Context: an optimization exercise on an open-source flow, tuned for small area, a short achievable clock period and few clock cycles per item. The choices shown serve that exercise and are no tape-out recipe.
Function was checked by simulation only, so behaviour that the tests miss may differ from the original.
Power and IR drop assume default switching activity.

## v6
Design point_in_polygon_crossing_test, start of the top module:
module point_in_polygon_crossing_test #(
    parameter int COORD_BITS  = pip_pkg::COORD_BITS_DEFAULT,
    parameter int QUEUE_DEPTH = pip_pkg::QUEUE_DEPTH_DEFAULT
) (
    input  logic                  i_clk,
    input  logic                  i_rst_n,
    input  logic                  i_cfg_we,
    input  logic                  i_cfg_idx,
    input  logic [COORD_BITS-1:0] i_cfg_data,
    input  logic                  i_valid,
    output logic                  o_ready,
    input  logic [COORD_BITS-1:0] i_vertex_x,
    input  logic [COORD_BITS-1:0] i_vertex_y,
    input  logic                  i_last_vertex,
    output logic                  o_valid,
    input  logic                  i_ready,
    output logic                  o_inside_res
);
Settings: LEC_CHECK=0, ABC_AREA=1, CAP_MARGIN=20, CORE_MARGIN=2, CORE_UTILIZATION=40, SETUP_SLACK_MARGIN=5, SLEW_MARGIN=20; clock period 10.0 ns.
run.sh (not shown) runs the stock make flow with config.mk's settings and CLKGATE_MAP_FILE= SYNTH_SCRIPT=/design/flow/synth_recipe.tcl, a recipe that flattens the netlist after the stock synthesis.
v6 went all the way through synthesis, placement and routing and the layout is clean on timing, DRC and antenna.
Testbench counts of v6, summed over its fixed seeds: cycles 15,713, vertices 14,293.
The following lists how v7 was set up differently from v6:
Settings: CTS_BUF_LIST now sky130_fd_sc_hd__clkbuf_4 sky130_fd_sc_hd__clkbuf_8, previously not set.
--- outcome ---
Taking v6 as the reference point, the via count of v7 rises by about 0.8%.
Sort v7 and v6 by share of the cycle needed by the critical path after routing desc -> top: v7
v7 against v6: worst ir drop on vdd -2.1%, cell area power density -1.6%.
Lower routed wirelength normalized by instance count was reported by v7, not v6.
Global-route wire length before repair, v7 and v6: higher on v7
Delta (v7 minus v6): share of cells above drive strength 1 has increased; power of the clock network has decreased.
Diff v7 and v6: power lower in v7

========
Starting RTL as in the previous note.
## point_in_polygon_crossing_test
module point_in_polygon_crossing_test #(
    parameter int COORD_BITS  = pip_pkg::COORD_BITS_DEFAULT,
    parameter int QUEUE_DEPTH = pip_pkg::QUEUE_DEPTH_DEFAULT
) (
    input  logic                  i_clk,
    input  logic                  i_rst_n,
    input  logic                  i_cfg_we,
    input  logic                  i_cfg_idx,
    input  logic [COORD_BITS-1:0] i_cfg_data,
    input  logic                  i_valid,
    output logic                  o_ready,
    input  logic [COORD_BITS-1:0] i_vertex_x,
    input  logic [COORD_BITS-1:0] i_vertex_y,
    input  logic                  i_last_vertex,
    output logic                  o_valid,
    input  logic                  i_ready,
    output logic                  o_inside_res
);
    localparam int OWE_BITS = $clog2(QUEUE_DEPTH + 1);
    logic [COORD_BITS-1:0] r_query_x;
    logic [COORD_BITS-1:0] r_query_y;
    logic                  hold;
    logic                  r_ready;
    logic                  accept;
    logic                  r_open;
    logic [OWE_BITS-1:0]   r_owed;
    logic [OWE_BITS-1:0]   n_owed;
    logic                  pop;
    pip_pkg::t_mag         f_mag;
    logic                  r_in_v;
    pip_pkg::t_mag         r_in;
    logic                  r_in_first;
    logic                  r_in_last;
    pip_pkg::t_vtx         in_vtx;
    logic                  r_cur_v;
    logic                  r_cur_first;
    logic                  r_cur_last;
    pip_pkg::t_vtx         r_cur;
    pip_pkg::t_vtx         r_prev;
    logic                  r_prev_first;
    pip_pkg::t_vtx         r_first;
  ...
clock: 10.0 ns
lec_check: 0
abc_area: 1
cap_margin: 20
core_margin: 2
core_utilization: 40
slew_margin: 20
setup_slack_margin: 5.9
standard.sh (not shown) runs the stock make flow with config.mk's settings and CLKGATE_MAP_FILE= SYNTH_SCRIPT=/design/flow/synth_recipe.tcl, a recipe that flattens the netlist after the stock synthesis.
==> flow/flow/run.sh <==
#!/bin/bash
set -e
CFG=${FLOW_CONFIG:-config.mk}
MARGIN=$(cat flow/margin.txt)
grep -v '^export SETUP_SLACK_MARGIN' "$CFG" > config.mk.new
echo "export SETUP_SLACK_MARGIN = ${MARGIN}" >> config.mk.new
cat config.mk.new > "$CFG"
bash standard.sh > standard.log 2>&1
==> flow/flow/margin.txt <==
5.9
The baseline finished clean.
Testbench counts at the start, summed over its fixed seeds: cycles 15,713, vertices 14,293.
Then changed:
--- a/flow/config.mk
+++ b/flow/config.mk
@@ -11 +11 @@
-export CORE_UTILIZATION = 40
+export CORE_UTILIZATION = 60
Cell count came out lower by 6.4%.
Via count came out higher by 3.2%.
Worst setup slack loses 0.032 ns.
Area after synthesis stays the same.
Worst hold slack gains 0.0079 ns.
Global-route usage came out higher by 8.5 points.
Then changed:
--- a/flow/config.mk
+++ b/flow/config.mk
@@ -11 +11,2 @@
-export CORE_UTILIZATION = 60
+export CORE_UTILIZATION = 40
+export CTS_BUF_LIST = sky130_fd_sc_hd__clkbuf_4 sky130_fd_sc_hd__clkbuf_8
Final cell count came out higher by 7.9%.
Combinational power fell by about 4%.
Worst setup slack is better by 0.035 ns.
Core utilization drops by 24 points.
Routed wire length fell by 2.8%.
Clock skew rose by 0.0090 ns.
Die area goes up by 49%.
Then changed:
==> flow/flow/margin.txt (replaced) <==
6.2
--- a/flow/config.mk
+++ b/flow/config.mk
@@ -12 +11,0 @@
-export CTS_BUF_LIST = sky130_fd_sc_hd__clkbuf_4 sky130_fd_sc_hd__clkbuf_8
@@ -14 +13 @@
-export SETUP_SLACK_MARGIN = 5.9
+export SETUP_SLACK_MARGIN = 6.2
Result: Total power rises by roughly a tenth; setup slack loses 0.060 ns; routed wire length rises by a few percent.

## static timing again, ports no longer ideal
No port has a modelled driver above. Below, the same layouts with a new extraction and two added sets of constraints. Step 1, drivers: a clkbuf_16 drives i_clk and a buf_2 each remaining input, both assumed. Step 2 adds t to the input delays and takes it off the output delays; t is the mean of the earliest and latest rising clock arrival at the registers after step 1. Input paths then give back, and output paths get back, about the clock's delay inside the block. Slacks: no drivers / after step 1 / after step 2; pairs: no drivers / after step 1.
run | t (ns) | setup slack, ns | worst setup path at the end | worst data-port slew with drivers (ns)
v6 | 0.593 | 5.385 / 5.385 / 4.821 | input to register | 0.07
v7 | 0.680 | 5.358 / 5.358 / 4.813 | input to register | 0.07
the first run of note 2 | 0.599 | 5.900 / 5.900 / 5.393 | input to register | 0.07
the second run of note 2 | 0.571 | 5.868 / 5.868 / 5.426 | input to register | 0.05
the third run of note 2 | 0.676 | 5.903 / 5.903 / 5.311 | input to register | 0.07
the fourth run of note 2 | 0.592 | 5.843 / 5.843 / 5.761 | input to register | 0.06
After both steps every run listed still meets setup and hold. The setup slack of the third run of note 2, which loses most, moves by 0.000 ns with the drivers and by -0.592 ns with both steps.
